Context: an optimization exercise on an open-source flow, tuned for small area, a short achievable clock period and few clock cycles per item. The choices shown serve that exercise and are no tape-out recipe. In this exercise RTL edits were held to simulation tests only and were not proved equivalent to the original. No activity file was given, so power comes from the tool's default toggle rates.

==> flow/design.v, too long to show whole: its modules and the start of the top module <==
// module poly1305_fold5: 25 lines
// module poly1305_reduce: 2760 lines
module poly1305_reduce
(
  input  logic           clk,
  input  logic           rst,
  input  logic           start,
  input  logic [P_W-1:0] P,
  output logic [H_W-1:0] H,
  output logic           ready,
  output logic           busy
);
  // ...
==> flow/flow/run.sh <==
#!/bin/bash
# Layout flow: the standard layout (standard.sh: ORFS with the standard flow's synthesis, config and
# constraints), except that the port buffers buffer_ports inserts are buf_1 cells instead of
# the cell it picks by default (clkdlybuf4s50_1, a slow delay cell). Every port still gets
# its buffer. The full output of the run is kept in standard_flow.log in this folder; ORFS
# keeps each step's own log under orfs/logs/.
set -euo pipefail
bash standard.sh "BUFFER_PORTS_ARGS=-buffer_cell sky130_fd_sc_hd__buf_1" finish > standard_flow.log 2>&1
==> flow/standard.sh <==
#!/bin/bash
# synth_recipe.tcl (not shown) runs the flow's synth.tcl, then flattens the netlist and writes it again
# the make line also repeats each setting of config.mk as NAME=value (left out here)
make -C /OpenROAD-flow-scripts/flow DESIGN_CONFIG=/design/flow/config.mk WORK_HOME=/design/flow/orfs CLKGATE_MAP_FILE= SYNTH_SCRIPT=/design/flow/synth_recipe.tcl "${@:-finish}"
==> flow/config.mk <==
export PLATFORM = sky130hd
export DESIGN_NAME = poly1305_reduce
export DESIGN_NICKNAME = poly1305_reduce
export VERILOG_FILES = /design/flow/design.v
export SDC_FILE = /design/flow/constraint.sdc
export NUM_CORES = 4
export LEC_CHECK = 0
export ABC_AREA = 1
export CAP_MARGIN = 20
export CORE_MARGIN = 2
export CORE_UTILIZATION = 40
export SETUP_SLACK_MARGIN = 2.25
export SLEW_MARGIN = 20
==> flow/constraint.sdc <==
create_clock -name core_clock -period 6.0 [get_ports {clk}]
set_input_delay 1.2000 -clock core_clock [delete_from_list [all_inputs] [get_ports {clk}]]
set_output_delay 1.2000 -clock core_clock [all_outputs]
set_load 0.01 [all_outputs]
==> reports/results.ini, run 1 <==
[layout]
nFillCells=3486
multi_input_area_share=0.588
clock_buffers=17
diodes=3

[status]
outcome=no timing/DRC/antenna violations

[floorplan]
die-area_sq_mm=0.0396

[setup_path]
endpoint=H[94]
critical_path_class=register to output port
crit_path_max_incr_delay_ps=370
startpoint=gp[3]
path_common_cell=nand2_8

[power]
top_power_group=combinational logic
comb_power_share=0.542
powerDensity_mw_per_mm2=332

[synth]
synth_nets=2428
synthSimpleGateAreaFrac=0.197
synth_area_sq_mm=0.0152
synth_most_common_cell=inv_1
synthArstFlopShare=0.00552
synth-xor-area-share=0.0473

[sta]
rsz0062_at_grt=yes

[clocking]
cts-root-buf=clkbuf_16
cts_tree=done
clkSlewWorstSetupHoldPaths_ps=80
post_cts_resized=298

[grt]
grt_pass1_wl_mm=65.3
grt_max_degree=27
grt_use_met1=0.261
top_usage_layer=met2

[drt]
viasPerCell=4.78

[placed_design]
numPortBuffers=392

Testbench counts, summed over its fixed seeds: cycles 1,600, items 1,600.
==> inputs of run 2 (changes only) <==
--- a/flow/config.mk
+++ b/flow/config.mk
@@ -9,5 +9,5 @@
 export CAP_MARGIN = 20
 export CORE_MARGIN = 2
 export CORE_UTILIZATION = 40
-export SETUP_SLACK_MARGIN = 2.25
+export SETUP_SLACK_MARGIN = 2
 export SLEW_MARGIN = 20
==> reports/results.ini, run 2 <==
[status]
outcome=no timing/DRC/antenna violations

[sta]
finalCritPeriodShare=0.647
maxSlewHeadroom=0.558
max_freq_mhz=258
tightest_slew_ps=662
setup_tns_ps=0
period_needed_ps=3880
setup_viol=0
drv_slew=0
rsz0062_at_grt=yes
timing_hold_violations_final=0

[power]
comb_power_share=0.510  ; -0.032
ir_worst_vdd_uv=159
powerDensity_mw_per_mm2=337  ; +1.5%
p_seq_frac=0.307
power_switching_share=0.447
p_int_mw=3.42
p_sw_mw=2.76
leakagePower_nw=9.46
clockPowerShare=0.183

[placed_design]
dpl.hpwl_mm=32.9
gp_congestion=0.870
numPortBuffers=392  ; unchanged

[setup_path]
path_common_cell=nor2_4
crit_path_max_incr_delay_ps=350  ; -20 ps
cp_data_arrival_time_ps=2680
startpoint=gp[6]
cp-start-kind=register
critPathCaptureType=output port
path_cells=nand2_1 > nor2_4 > nand2_4 > nor2_4 > inv_1 > nor2_1 > nand4_1 > clkbuf_16 > o31ai_1 > o21bai_1 > clkbuf_2
slowest_stage=dfxtp_2
critPathMaxFanout=13
path_buf_inv=3
crit_family=simple AND/OR/NAND/NOR gates
critical_path_class=register to output port
critPathRequiredTime_ps=4800

[synth]
yosys_warnings=1
synth_cell_types=33
synthTopCellsByCount=inv_1 (325), nand2_1 (318), nor2_1 (187), dfxtp_1 (180), fa_1 (176)
ys_top_cells_by_area=dfxtp_1 (24%), fa_1 (23%), ha_1 (14%), inv_1 (8.0%), nand2_1 (7.9%)
synth_area_sq_mm=0.0152  ; unchanged
synth_edf_count=0
avgSynthCellArea_sq_um=8.35
synth_top_area_share=0.237
synth_flop_cell=dfxtp_1
ys_ff_latch=181
yosysTopAreaCell=dfxtp_1
synth_most_common_cell=inv_1
synthArstFlopShare=0.00552  ; unchanged
syn_inst=1819
synth_nets=2428  ; unchanged
yosysSeqAreaShare=0.239

[layout]
drive_gt1_frac=0.0684
largest_reg_flops=130
finish.utilization=0.489
final_common_cell=buf_1
syn2layout_area_growth_pct=20.9
nFillCells=3682  ; +5.6%
top_register=s0
nets=2847
most-common-layout-cells=buf_1 (364), inv_1 (324), nand2_1 (304)

[drt]
viasPerCell=4.68  ; -2.0%
route.detailed.drc=0
vias=12949
final_antenna_net_count=0
drt-total-wl_mm=40.6
wl_per_cell_um=14.7
drtPass1Iterations=5
drtIter0Drc=492

[clocking]
cts_tree=done
postCtsHoldBufs=0
cts_sinks=181
clock_path_buffers=2
cts-root-buf=clkbuf_16
cts_made_buffers=17
htreeDepth=4
clkSlewWorstSetupHoldPaths_ps=80  ; about the same

[grt]
top_usage_layer=met2
grt_use_total=0.200
grt_pass1_wl_mm=62.2  ; -4.8%
grt_use_met1=0.250  ; -0.0109
grtUsageMet3=0.0476
grt_max_degree=53  ; +96%
grt_pass1_vias=12819
met2_usage=0.344
antenna_found_initial=6
grt-ovfl-total=0

[floorplan]
die-area_sq_mm=0.0396  ; unchanged
start_util=0.404
core_area_sq_mm=0.0376
die-width_um=199
die_y_um=199
io_pins=394
rows=71

[flow_run]
maxCapViolations=0

[min_path]
hp-class=input pin to asynchronous set/reset pin

==> run 2: cell counts after synthesis <==
No cell type changed its count.
==> run 2: logic make-up after synthesis <==
logic type	count (synthesis)	synth area share
DFF	181	0.239
and+or+nand+nor	708	0.197
adders and majority gates	347	0.373
buffers and inverters	341	0.0855
xor gates and xnor gates	82	0.0473
AOI/OAI and AO/OA	159	0.0585
other	1	0.000247
==> run 2: power groups by stage <==
stage          Sequential [mW]  Clock (mW)  Combinational, mW
6_report                  1.90        1.13               3.15
5_1_grt                   1.95        1.21               3.61
4_1_cts                   1.89        1.17               3.16
3_5_place_dp              1.91           0               3.06
3_3_place_gp              1.91           0               3.03
2_1_floorplan             1.85           0               2.06
==> run 2: stage by stage <==
stage	hold WS [ps]	std cells	setup slack, ps	area, sq um	power [mW]
floorplan	929	1819	2570	15200	3.91
global placement	1010	2711	2050	17300	4.94
detailed placement	1010	2711	2000	17300	4.98
CTS	526	2753	2000	18100	6.21
global route	540	2762	1900	18400	6.78
finish	551	2766	2120	18400	6.19
==> run 2: layout make-up <==
cell class / count / area, sq um / area share
multi-input combinational: 1301 / 10600 / 0.575
sequential: 181 / 3640 / 0.198
timing repair buffer: 411 / 1710 / 0.0932
inverter: 326 / 1230 / 0.0668
tap: 511 / 639 / 0.0348
clock buffer: 17 / 425 / 0.0232
clock inverter: 15 / 160 / 0.00872
antenna: 4 / 10.0 / 0.000545
==> run 2: routing by layer <==
layer,routed length (um),share of wire,vias to the layer above
li1,-,-,6562
met2,19400,0.48,309
met4,731,0.018,4
met5,37,0.00091,-
met3,2360,0.058,46
met1,18100,0.44,6028
==> run 2: repair_timing <==
item                       CTS  global route
pin swaps                    8            15
gates cloned                 4             3
setup endpoints to repair  129           121
gates resized for setup     37            65
buffers inserted             6             6
==> run 2: final timing paths <==
kind                          to  slack [ps]  cells after the start
max                         H[1]        2120                     11
min                        ready         550                      2
max in group asynchronous  ready        5360                      2
min in group core_clock    ready         870                      1
==> inputs of run 3 (changes only) <==
--- a/flow/config.mk
+++ b/flow/config.mk
@@ -9,5 +9,5 @@
 export CAP_MARGIN = 20
 export CORE_MARGIN = 2
 export CORE_UTILIZATION = 40
-export SETUP_SLACK_MARGIN = 2
+export SETUP_SLACK_MARGIN = 1.75
 export SLEW_MARGIN = 20
==> reports/results.ini, run 3 <==
[sta]
drv_slew=0  ; unchanged
period_needed_ps=4010  ; +133 ps
tightest_slew_ps=586  ; -76.9 ps
finalCritPeriodShare=0.669  ; +0.0221
timing_hold_violations_final=0  ; unchanged
maxSlewHeadroom=0.609  ; +0.0513
setup_viol=0  ; unchanged
setup_tns_ps=0  ; unchanged
rsz0062_at_grt=no
max_freq_mhz=249  ; -3.3%

[power]
powerDensity_mw_per_mm2=339  ; +0.75%
ir_worst_vdd_uv=159  ; about the same
leakagePower_nw=9.25  ; -2.3%
fin_total_pwr_mw=6.12  ; -1.1%

[placed_design]
numPortBuffers=392  ; unchanged
gp_congestion=0.870  ; unchanged
dpl.hpwl_mm=32.9  ; unchanged

[grt]
grt_pass1_vias=12700  ; -0.93%
antenna_found_initial=6  ; unchanged
grt-ovfl-total=0  ; unchanged
grt_pass1_wl_mm=60.9  ; -2.0%
grt_max_degree=53  ; unchanged
grt_use_total=0.195  ; -0.00493

[synth]
avgSynthCellArea_sq_um=8.35  ; unchanged
synth_edf_count=0  ; unchanged
yosys_warnings=1  ; unchanged
synth_most_common_cell=inv_1
yosysSeqAreaShare=0.239  ; unchanged
synth_flop_cell=dfxtp_1
synth_top_family_by_area=adder cells
synth_cell_types=33  ; unchanged
synth-compound-area-share=0.0585  ; unchanged
synth_nets=2428  ; unchanged
synth_area_sq_mm=0.0152  ; unchanged
muxShareOfSynthArea=0  ; unchanged
synthTopCellsByCount=inv_1 (325), nand2_1 (318), nor2_1 (187), dfxtp_1 (180), fa_1 (176)
synthAdderAreaFrac=0.373  ; unchanged
ys_top_cells_by_area=dfxtp_1 (24%), fa_1 (23%), ha_1 (14%), inv_1 (8.0%), nand2_1 (7.9%)
synthSimpleGateAreaFrac=0.197  ; unchanged
synth_top_area_share=0.237  ; unchanged
yosysTopAreaCell=dfxtp_1
synth-xor-area-share=0.0473  ; unchanged
ys_ff_latch=181  ; unchanged
synthArstFlopShare=0.00552  ; unchanged
syn_inst=1819  ; unchanged

[clocking]
cts_made_buffers=17  ; unchanged
htreeDepth=4  ; unchanged
postCtsHoldBufs=0  ; unchanged
clkSlewWorstSetupHoldPaths_ps=70  ; about the same
cts-root-buf=clkbuf_16
cts_sinks=181  ; unchanged
clock_path_buffers=2  ; unchanged
cts_tree=done

[min_path]
hp-class=input pin to asynchronous set/reset pin

[setup_path]
path_depth=14  ; +3
path_common_cell=nand2_1
path_buf_inv=5  ; +2
path_cells=inv_1 > ha_1 > nand2_1 > nand2_1 > o21bai_1 > nand2_1 > nand4_1 > buf_12 > clkinvlp_4 > a21oi_4 > inv_2 > o21bai_1 > xor2_1 > buf_1
critPathRequiredTime_ps=4800  ; about the same
slowest_stage=dfxtp_2
crit_path_max_incr_delay_ps=380  ; +30 ps
critical_path_class=register to output port
critPathMaxFanout=20  ; +7
critPathCaptureType=output port
cp_data_arrival_time_ps=2810  ; +130 ps
cp-start-kind=register
crit_family=buffers and inverters

[floorplan]
rows=71  ; unchanged
io_pins=394  ; unchanged
start_util=0.404  ; unchanged
die-width_um=199  ; unchanged
core_area_sq_mm=0.0376  ; unchanged
die-area_sq_mm=0.0396  ; unchanged
die_y_um=199  ; unchanged

[drt]
wl_per_cell_um=14.1  ; -4.1%
drt-total-wl_mm=38.7  ; -4.7%
route.detailed.drc=0  ; unchanged
final_antenna_net_count=0  ; unchanged
drtIter0Drc=456  ; -7.3%
vias=12764  ; -1.4%
drtPass1Iterations=5  ; unchanged
viasPerCell=4.64  ; -0.89%

[status]
outcome=no timing/DRC/antenna violations

[layout]
nFillCells=3705  ; +0.62%
drive_gt1_frac=0.0438  ; -0.0246
most-common-layout-cells=buf_1 (380), inv_1 (324), nand2_1 (312)
final_common_cell=buf_1
top_register=s0
syn2layout_area_growth_pct=18.7
largest_reg_flops=130  ; unchanged
nets=2833  ; -0.49%

[flow_run]
maxCapViolations=0  ; unchanged

-- run 3: logic make-up (layout without fill, tap and decap cells) --
group | after synthesis | count (layout)
other | 1 | 4
adder cells (fa/ha/maj) | 347 | 347
XOR/XNOR | 82 | 82
AO/OA/AOI/OAI | 159 | 159
flip-flops | 181 | 181
buffers and inverters | 341 | 757
AND/OR/NAND/NOR | 708 | 710
-- run 3: final cells by class --
cell class	instances	area, sq um	share of cell area
Multi-Input combinational cell	1299	10400	0.576
Sequential cell	181	3630	0.201
Timing Repair Buffer	399	1560	0.0862
Inverter	326	1230	0.0681
Tap cell	511	639	0.0355
Clock buffer	17	425	0.0236
Clock inverter	15	160	0.00888
Antenna cell	3	7.51	0.000416
-- run 3: what timing repair did --
item / 4_1_cts / 5_1_grt
buffers inserted: 2 / 1
resized for setup: 6 / 34
gates cloned: 1 / 1
endpoints found under the setup margin: 123 / 110
pin swaps: 1 / 6
-- run 3: worst max path at each step --
stage | startpoint | to | slack (ps)
4_1_cts | gp[2] | H[62] | 1750
3_3_place_gp | gp[2] | H[54] | 2050
5_1_grt | gp[4] | H[123] | 1750
3_5_place_dp | gp[2] | H[62] | 2000
2_1_floorplan | P[120] | gp[15] | 2570
6_report | s0[2] | H[4] | 1990
-- run 3: metal layers --
layer,up-vias,track usage,wire length [um]
li1,6531,-,-
met1,5901,0.244,17100
met2,292,0.337,18600
met3,34,0.0463,2380
met4,6,0.0522,553
met5,-,0,51
-- run 3: stage by stage --
step           utilization  cell area (sq um)  hold WS [ps]  std cells  setup WS [ps]
2_1_floorplan            -              15200           929       1819           2570
3_3_place_gp         0.460              17300          1010       2711           2050
3_5_place_dp         0.460              17300          1010       2711           2000
4_1_cts              0.476              17900           526       2746           1750
5_1_grt              0.480              18000           541       2748           1750
6_report             0.480              18000           555       2751           1990
-- run 3: where the power goes --
part           internal, mW  switching [mW]
Sequential             1.63           0.268
Clock                 0.593           0.537
Combinational          1.17            1.92
Total                  3.39            2.73
==> inputs of run 4 (changes only) <==
--- a/flow/config.mk
+++ b/flow/config.mk
@@ -9,5 +9,5 @@
 export CAP_MARGIN = 20
 export CORE_MARGIN = 2
 export CORE_UTILIZATION = 40
-export SETUP_SLACK_MARGIN = 1.75
+export SETUP_SLACK_MARGIN = 1.5
 export SLEW_MARGIN = 20
==> reports/results.ini, run 4 <==
[status]
outcome=no timing/DRC/antenna violations

[grt]
grt_pass1_vias=12676  ; -0.19%
antenna_found_initial=6  ; unchanged
grt-ovfl-total=0  ; unchanged
grt_max_degree=53  ; unchanged
grt_use_total=0.194  ; -0.00150
grt_pass1_wl_mm=60.5  ; -0.63%

[setup_path]
cp_data_arrival_time_ps=3020  ; +210 ps
critical_path_class=register to output port
critPathRequiredTime_ps=4800  ; about the same
critPathMaxFanout=20  ; unchanged
cp-start-kind=register
critPathCaptureType=output port

[synth]
synth_nets=2428  ; unchanged
synth_top_area_share=0.237  ; unchanged
synthTopCellsByCount=inv_1 (325), nand2_1 (318), nor2_1 (187), dfxtp_1 (180), fa_1 (176)
synthArstFlopShare=0.00552  ; unchanged
synth_most_common_cell=inv_1
yosysSeqAreaShare=0.239  ; unchanged
yosys_warnings=1  ; unchanged
avgSynthCellArea_sq_um=8.35  ; unchanged
synth_area_sq_mm=0.0152  ; unchanged
synth_flop_cell=dfxtp_1
ys_top_cells_by_area=dfxtp_1 (24%), fa_1 (23%), ha_1 (14%), inv_1 (8.0%), nand2_1 (7.9%)
ys_ff_latch=181  ; unchanged
synth_edf_count=0  ; unchanged
yosysTopAreaCell=dfxtp_1
synth_cell_types=33  ; unchanged
syn_inst=1819  ; unchanged

[drt]
vias=12730  ; -0.27%
viasPerCell=4.63  ; -0.19%
drtIter0Drc=460  ; +0.88%
wl_per_cell_um=14.0  ; -0.75%
drt-total-wl_mm=38.4  ; -0.82%
drtPass1Iterations=6  ; +1
final_antenna_net_count=0  ; unchanged
route.detailed.drc=0  ; unchanged

[sta]
maxSlewHeadroom=0.515  ; -0.0938
setup_viol=0  ; unchanged
period_needed_ps=4220  ; +207 ps
tightest_slew_ps=727  ; +141 ps
hold_ws_ps=555  ; -0.435 ps
setup_slack_ps=1780  ; -207 ps
timing_hold_violations_final=0  ; unchanged
drv_slew=0  ; unchanged
setup_tns_ps=0  ; unchanged
rsz0062_at_grt=yes
finalCritPeriodShare=0.703  ; +0.0346
max_freq_mhz=237  ; -4.9%

[clocking]
cts_made_buffers=17  ; unchanged
clkSlewWorstSetupHoldPaths_ps=70  ; about the same
clock_path_buffers=2  ; unchanged
postCtsHoldBufs=0  ; unchanged
cts_sinks=181  ; unchanged
cts-root-buf=clkbuf_16
cts_tree=done
htreeDepth=4  ; unchanged

[layout]
top_register=s0
largest_reg_flops=130  ; unchanged
design_area_sq_mm=0.0179  ; -0.74%
nFillCells=3714  ; +0.24%
finish.utilization=0.476  ; -0.00356
multi_input_area_sq_mm=0.0103  ; -0.90%
seq_area_sq_mm=0.00363  ; about the same
nets=2831  ; -0.071%
final_common_cell=buf_1
stdcell_count=2749  ; -0.073%
drive_gt1_frac=0.0304  ; -0.0134
most-common-layout-cells=buf_1 (392), inv_1 (325), nand2_1 (318)
syn2layout_area_growth_pct=17.8

[floorplan]
die-width_um=199  ; unchanged
start_util=0.404  ; unchanged
rows=71  ; unchanged
io_pins=394  ; unchanged
core_area_sq_mm=0.0376  ; unchanged
die-area_sq_mm=0.0396  ; unchanged
die_y_um=199  ; unchanged

[flow_run]
maxCapViolations=0  ; unchanged

[power]
powerDensity_mw_per_mm2=339  ; about the same
ir_worst_vdd_uv=153  ; -4.0%
fin_total_pwr_mw=6.07  ; -0.76%
leakagePower_nw=9.16  ; -0.99%

[placed_design]
numPortBuffers=392  ; unchanged
dpl-instance-area_sq_mm=0.0173  ; unchanged
dp_cells=2711  ; unchanged
dpl.hpwl_mm=32.9  ; unchanged
gp_congestion=0.870  ; unchanged
dp_slack_ps=2000  ; unchanged

[min_path]
hp-class=input pin to asynchronous set/reset pin

[run 4: cell counts after synthesis]
No cell type changed its count.
[run 4: cell type report]
class / instances / area share
clock buffer: 17 / 0.0238
tap: 511 / 0.0357
timing repair buffer: 398 / 0.0849
inverter: 326 / 0.0684
antenna: 3 / 0.000419
clock inverter: 15 / 0.00895
sequential: 181 / 0.203
multi-input combinational: 1298 / 0.575
[run 4: power breakdown]
part	internal [mW]	total (mW)	switching (mW)	leakage, nW
combinational	1.15	3.05	1.90	7.35
clock	0.592	1.13	0.537	0.288
sequential	1.63	1.89	0.266	1.52
total	3.37	6.07	2.70	9.16
[run 4: kinds of logic (layout without fill, tap and decap cells)]
group	after synthesis	count (layout)	share of synthesized area
compound gates	159	159	0.0585
xor+xnor	82	82	0.0473
simple gates	708	709	0.197
fa+ha+maj	347	347	0.373
flops	181	181	0.239
other cells	1	4	0.000247
buf+inv	341	756	0.0855
[run 4: final timing paths]
check / from / to / cells past startpoint
setup / recovery: s0[2] / H[4] / 14
hold / removal: rst / ready / 2
max in group asynchronous: rst / ready / 2
min in group core_clock: start / ready / 1
[run 4: repair_timing]
item / CTS / global route
resized for setup: 0 / 3
buffers inserted: 0 / 2
endpoints found under the setup margin: 0 / 111
[run 4: worst max-delay path, stage by stage, from the launching register on]
cell and delay, ps:
dfxtp_1 430, inv_1 90, ha_1 180, nand2_1 60, nand2_1 60, o21bai_1 160
nand2_1 110, nand4_1 150, buf_6 260, inv_1 200, a21oi_2 250, inv_2 60
o21bai_1 150, xor2_1 240, buf_1 190
[run 4: per-layer routing]
layer | vias to the layer above | share of wire | track usage
li1 | 6524 | - | -
met1 | 5880 | 0.45 | 0.243
met2 | 283 | 0.47 | 0.333
met3 | 37 | 0.062 | 0.0465
met4 | 6 | 0.016 | 0.0520
met5 | - | 0.0013 | 0
==> inputs of run 5 (changes only) <==
--- a/flow/config.mk
+++ b/flow/config.mk
@@ -9,5 +9,6 @@
 export CAP_MARGIN = 20
 export CORE_MARGIN = 2
 export CORE_UTILIZATION = 40
-export SETUP_SLACK_MARGIN = 1.5
+export GPL_TIMING_DRIVEN = 1
+export SETUP_SLACK_MARGIN = 2
 export SLEW_MARGIN = 20
==> reports/results.ini, run 5 <==
[status]
outcome=no timing/DRC/antenna violations

[layout]
nets=2847  ; +0.57%
finish.utilization=0.489  ; +0.0126
top_register=s0
nFillCells=3682  ; -0.86%
syn2layout_area_growth_pct=20.9
drive_gt1_frac=0.0684  ; +0.0380
final_common_cell=buf_1
design_area_sq_mm=0.0184  ; +2.6%
most-common-layout-cells=buf_1 (364), inv_1 (324), nand2_1 (304)
largest_reg_flops=130  ; unchanged

[clocking]
cts-root-buf=clkbuf_16
clkSlewWorstSetupHoldPaths_ps=80  ; about the same
clock_path_buffers=2  ; unchanged
cts_made_buffers=17  ; unchanged
cts_tree=done
htreeDepth=4  ; unchanged
cts_sinks=181  ; unchanged
postCtsHoldBufs=0  ; unchanged

[synth]
synthArstFlopShare=0.00552  ; unchanged
yosysTopAreaCell=dfxtp_1
ys_top_cells_by_area=dfxtp_1 (24%), fa_1 (23%), ha_1 (14%), inv_1 (8.0%), nand2_1 (7.9%)
yosys_warnings=1  ; unchanged
synth_edf_count=0  ; unchanged
yosysSeqAreaShare=0.239  ; unchanged
avgSynthCellArea_sq_um=8.35  ; unchanged
synth_nets=2428  ; unchanged
synth_cell_types=33  ; unchanged
synth_flop_cell=dfxtp_1
synth_area_sq_mm=0.0152  ; unchanged
syn_inst=1819  ; unchanged
synth_top_area_share=0.237  ; unchanged
synthTopCellsByCount=inv_1 (325), nand2_1 (318), nor2_1 (187), dfxtp_1 (180), fa_1 (176)
ys_ff_latch=181  ; unchanged
synth_most_common_cell=inv_1

[sta]
setup_viol=0  ; unchanged
setup_slack_ps=2120  ; +340 ps
tightest_slew_ps=662  ; -64.4 ps
max_freq_mhz=258  ; +8.8%
timing_hold_violations_final=0  ; unchanged
setup_tns_ps=0  ; unchanged
period_needed_ps=3880  ; -340 ps
drv_slew=0  ; unchanged
maxSlewHeadroom=0.558  ; +0.0425
finalCritPeriodShare=0.647  ; -0.0567
rsz0062_at_grt=yes

[setup_path]
slowest_stage=dfxtp_2
crit_path_max_incr_delay_ps=350  ; -80 ps
cp_data_arrival_time_ps=2680  ; -340 ps
crit_family=simple AND/OR/NAND/NOR gates
path_cells=nand2_1 > nor2_4 > nand2_4 > nor2_4 > inv_1 > nor2_1 > nand4_1 > clkbuf_16 > o31ai_1 > o21bai_1 > clkbuf_2
path_common_cell=nor2_4
critPathRequiredTime_ps=4800  ; about the same
path_buf_inv=3  ; -2
critPathMaxFanout=13  ; -35%
cp-start-kind=register
critPathCaptureType=output port
critical_path_class=register to output port

[power]
ir_worst_vdd_uv=159  ; +4.3%
leakagePower_nw=9.46  ; +3.4%
fin_total_pwr_mw=6.19  ; +1.9%
powerDensity_mw_per_mm2=337  ; -0.73%

[drt]
drtPass1Iterations=5  ; -1
final_antenna_net_count=0  ; unchanged
vias=12949  ; +1.7%
route.detailed.drc=0  ; unchanged
wl_per_cell_um=14.7  ; +5.1%
drt-total-wl_mm=40.6  ; +5.8%
drtIter0Drc=492  ; +7.0%
viasPerCell=4.68  ; +1.1%

[placed_design]
gp_congestion=0.870  ; unchanged
numPortBuffers=392  ; unchanged
dp_slack_ps=2000  ; unchanged
dpl.hpwl_mm=32.9  ; unchanged
dpl-instance-area_sq_mm=0.0173  ; unchanged

[floorplan]
core_area_sq_mm=0.0376  ; unchanged
die-width_um=199  ; unchanged
die-area_sq_mm=0.0396  ; unchanged
io_pins=394  ; unchanged
start_util=0.404  ; unchanged
die_y_um=199  ; unchanged
rows=71  ; unchanged

[grt]
grt_pass1_wl_mm=62.2  ; +2.7%
grt_max_degree=53  ; unchanged
grt-ovfl-total=0  ; unchanged
grt_pass1_vias=12819  ; +1.1%
grt_use_total=0.200  ; +0.00643
antenna_found_initial=6  ; unchanged

[flow_run]
maxCapViolations=0  ; unchanged

[min_path]
hp-class=input pin to asynchronous set/reset pin

==> run 5: cell counts after synthesis <==
Identical to the previous run, type by type.
==> run 5: what timing repair did <==
item / in CTS / in global routing
resized for setup: 37 / 65
setup buffers: 6 / 6
setup endpoints to repair: 129 / 121
pin swaps: 8 / 15
gates cloned: 4 / 3
==> run 5: path summary, 6_finish.rpt <==
| path | from | endpoint | slack (ps) | depth (start not counted) |
|---|---|---|---|---|
| max | gp[6] | H[1] | 2120 | 11 |
| min | rst | ready | 550 | 2 |
| max in group asynchronous | rst | ready | 5360 | 2 |
| min in group core_clock | start | ready | 870 | 1 |
==> run 5: cells by family (layout without fill, tap and decap cells) <==
family                     after synthesis  in the layout  synth area share
AOI/OAI and AO/OA                      159            159            0.0585
other                                    1              5          0.000247
xor gates and xnor gates                82             82            0.0473
DFF                                    181            181             0.239
and+or+nand+nor                        708            712             0.197
adders and majority gates              347            347             0.373
buffers and inverters                  341            769            0.0855
==> run 5: final cells by class <==
cell class | count | area, sq um | share of cell area
timing repair buffer | 411 | 1710 | 0.0932
inverter | 326 | 1230 | 0.0668
multi-input combinational | 1301 | 10600 | 0.575
clock buffer | 17 | 425 | 0.0232
sequential | 181 | 3640 | 0.198
antenna | 4 | 10.0 | 0.000545
tap | 511 | 639 | 0.0348
clock inverter | 15 | 160 | 0.00872
==> run 5: where the power goes <==
part           total [mW]  switching, mW  leakage (nW)  internal [mW]
clock                1.13          0.539         0.288          0.592
sequential           1.90          0.269          1.52           1.63
combinational        3.15           1.96          7.65           1.20
==> run 5: through the flow <==
step           std cells  hold slack (ps)
3_5_place_dp        2711             1010
2_1_floorplan       1819              929
4_1_cts             2753              526
3_3_place_gp        2711             1010
5_1_grt             2762              540
6_report            2766              551
==> run 5: routing by layer <==
metal,vias up,track usage,wire (um)
li1,6562,-,-
met5,-,0,37
met3,46,0.0476,2360
met1,6028,0.250,18100
met4,4,0.0556,731
met2,309,0.344,19400
==> inputs of run 6 (changes only) <==
--- a/flow/config.mk
+++ b/flow/config.mk
@@ -8,7 +8,6 @@
 export ABC_AREA = 1
 export CAP_MARGIN = 20
 export CORE_MARGIN = 2
-export CORE_UTILIZATION = 40
-export GPL_TIMING_DRIVEN = 1
+export CORE_UTILIZATION = 45
 export SETUP_SLACK_MARGIN = 2
 export SLEW_MARGIN = 20
==> reports/results.ini, run 6 <==
[status]
outcome=no timing/DRC/antenna violations

[synth]
synth-xor-area-share=0.0473  ; unchanged
synthArstFlopShare=0.00552  ; unchanged
muxShareOfSynthArea=0  ; unchanged
yosysSeqAreaShare=0.239  ; unchanged
synthAdderAreaFrac=0.373  ; unchanged
yosys_warnings=1  ; unchanged
synth_edf_count=0  ; unchanged
synth_most_common_cell=inv_1
avgSynthCellArea_sq_um=8.35  ; unchanged
synth_top_area_share=0.237  ; unchanged
synth-compound-area-share=0.0585  ; unchanged
synth_flop_cell=dfxtp_1
yosysTopAreaCell=dfxtp_1
ys_ff_latch=181  ; unchanged
synth_cell_types=33  ; unchanged
ys_top_cells_by_area=dfxtp_1 (24%), fa_1 (23%), ha_1 (14%), inv_1 (8.0%), nand2_1 (7.9%)
synth_area_sq_mm=0.0152  ; unchanged
syn_inst=1819  ; unchanged
synthTopCellsByCount=inv_1 (325), nand2_1 (318), nor2_1 (187), dfxtp_1 (180), fa_1 (176)
synthSimpleGateAreaFrac=0.197  ; unchanged
synth_top_family_by_area=adder cells
synth_nets=2428  ; unchanged

[clocking]
cts_sinks=181  ; unchanged
cts_made_buffers=17  ; unchanged
cts_tree=done
postCtsHoldBufs=0  ; unchanged
cts-root-buf=clkbuf_16
clock_path_buffers=2  ; unchanged
htreeDepth=4  ; unchanged
clkSlewWorstSetupHoldPaths_ps=80  ; about the same

[drt]
viasPerCell=4.73  ; +1.1%
final_antenna_net_count=0  ; unchanged
drtPass1Iterations=5  ; unchanged
drt-total-wl_mm=36.9  ; -9.1%
wl_per_cell_um=13.7  ; -6.9%
drtIter0Drc=428  ; -13%
route.detailed.drc=0  ; unchanged
vias=12774  ; -1.4%

[sta]
max_freq_mhz=252  ; -2.1%
setup_slack_ps=2040  ; -82.9 ps
timing_hold_violations_final=0  ; unchanged
finalCritPeriodShare=0.660  ; +0.0138
rsz0062_at_grt=yes
period_needed_ps=3960  ; +82.9 ps
drv_slew=0  ; unchanged
setup_tns_ps=0  ; unchanged
setup_viol=0  ; unchanged

[power]
comb_power_share=0.505  ; -0.005
ir_worst_vdd_uv=196  ; +23%
p_sw_mw=2.68  ; -3.0%
p_seq_frac=0.311  ; +0.004
power_switching_share=0.441  ; -0.00595
clockPowerShare=0.184  ; about the same
powerDensity_mw_per_mm2=336  ; -0.33%
leakagePower_nw=9.33  ; -1.4%
p_int_mw=3.40  ; -0.65%

[placed_design]
dpl-instance-area_sq_mm=0.0172  ; -0.37%
dp_slack_ps=2070  ; +63.6 ps
gp_congestion=0.833  ; -4.3%
dpl.hpwl_mm=31.4  ; -4.6%
numPortBuffers=392  ; unchanged

[floorplan]
io_pins=394  ; unchanged
die-width_um=188  ; -5.6%
rows=67  ; -5.6%
start_util=0.455  ; +0.0511
die-area_sq_mm=0.0353  ; -11%
core_area_sq_mm=0.0334  ; -11%
die_y_um=188  ; -5.6%

[layout]
drive_gt1_frac=0.0574  ; -0.0110
final_common_cell=buf_1
nets=2844  ; -0.11%
top_register=s0
design_area_sq_mm=0.0181  ; -1.4%
finish.utilization=0.543  ; +0.0542
syn2layout_area_growth_pct=19.2
largest_reg_flops=130  ; unchanged
most-common-layout-cells=buf_1 (370), inv_1 (324), nand2_1 (306)

[setup_path]
critical_path_class=register to output port
cp_data_arrival_time_ps=2760  ; +80 ps
cp-start-kind=register
critPathCaptureType=output port
critPathRequiredTime_ps=4800  ; about the same
critPathMaxFanout=10  ; -3

[grt]
grt_pass1_vias=12788  ; -0.24%
grt-ovfl-total=0  ; unchanged
grt_max_degree=38  ; -28%
grt_pass1_wl_mm=60.4  ; -2.9%
grt_use_total=0.210  ; +0.0100
antenna_found_initial=4  ; -2

[flow_run]
maxCapViolations=0  ; unchanged

[min_path]
hp-class=input pin to asynchronous set/reset pin

-- run 6: cell counts after synthesis --
Identical to the previous run, type by type.
-- run 6: layer usage --
layer  track usage  part of all wire  vias up
li1              -                 -     6556
met1         0.263              0.44     5885
met2         0.366              0.48      299
met3        0.0513             0.063       32
met4        0.0491             0.016        2
met5             0           0.00043        -
-- run 6: final timing paths --
kind                       startpoint    end  cells after the start
worst min-delay path              rst  ready                      2
worst max-delay path            gp[2]  H[62]                     16
max in group asynchronous         rst  ready                      2
min in group core_clock         start  ready                      1
-- run 6: metrics by stage --
step / hold WS, ps / std cells / total power [mW]
final: 566 / 2699 / 6.08
after global routing: 558 / 2697 / 6.67
after CTS: 545 / 2686 / 6.13
after detailed placement: 1020 / 2650 / 4.95
after global placement: 1010 / 2650 / 4.92
after floorplan: 929 / 1819 / 3.91
-- run 6: repair_timing --
action | in CTS | in global routing
resized for setup | 16 | 51
endpoints found under the setup margin | 129 | 123
gates cloned | 1 | 1
buffers inserted | 3 | 9
pin swaps | 5 | 7
-- run 6: worst max-delay path: stages (launching register included) --
cell and delay, ps:
dfxtp_1 340, nand2_2 140, inv_1 60, nand2_1 80
nand2_2 100, nand2_2 100, nand2_4 70, nand2_1 90
nand3_2 110, nand2_4 170, nand2_8 120, nand3_2 110
nand2_2 100, ha_1 210, xnor2_1 130, nor2_1 200
buf_2 170
-- run 6: cell type report --
cell class	count	area [sq um]
repair buffers	411	1690
clock inverters	14	156
fillers	3262	15200
flip-flops and latches	181	3630
clock buffers	18	429
diodes	3	7.51
multi-input cells	1298	10400
inverters	326	1230
well taps	448	561
-- run 6: power groups by stage --
stage                     clock, mW  sequential (mW)  combinational, mW
after global routing           1.21             1.94               3.52
after global placement            0             1.91               3.01
after floorplan                   0             1.85               2.06
after CTS                      1.16             1.89               3.09
final                          1.12             1.89               3.07
after detailed placement          0             1.91               3.04
-- run 6: cells by family (layout without fill, tap and decap cells) --
family | count (synthesis) | in the layout
other | 1 | 4
adders and majority gates | 347 | 347
DFF | 181 | 181
and+or+nand+nor | 708 | 709
xor gates and xnor gates | 82 | 82
buffers and inverters | 341 | 769
AOI/OAI and AO/OA | 159 | 159

==> what the ideal ports hide <==
The flow's constraints put no driver on any port. The routed layouts listed below were extracted and timed again, unchanged, in two steps. Step 1 sets driving cells, clkbuf_16 on the clock port and buf_2 on the other inputs (assumed; they add their load-dependent delay and slew). Step 2 also shifts input and output timing later by t, the mid clock arrival at the registers, as if the neighbouring blocks saw the same clock. Slacks: no drivers / after step 1 / after step 2; pairs: no drivers / after step 1.
| run | t (ns) | setup slack, ns | slew at the worst register clock pin (ns) | worst data-port slew with drivers (ns) |
|---|---|---|---|---|
| run 1 | 0.480 | 2.182 / 2.132 / 2.130 | 0.08 / 0.08 | 0.11 |
| run 2 | 0.476 | 2.120 / 2.073 / 2.133 | 0.08 / 0.08 | 0.11 |
| run 3 | 0.474 | 1.988 / 1.941 / 2.136 | 0.08 / 0.08 | 0.11 |
| run 4 | 0.476 | 1.780 / 1.732 / 2.135 | 0.08 / 0.08 | 0.11 |
| run 5 | 0.476 | 2.120 / 2.073 / 2.133 | 0.08 / 0.08 | 0.11 |
| run 6 | 0.471 | 2.037 / 1.988 / 2.095 | 0.08 / 0.08 | 0.09 |
After both steps setup and hold are still met in every run listed. For run 1, which loses most, drivers alone change the setup slack by -0.050 ns; drivers and shift together by -0.052 ns.
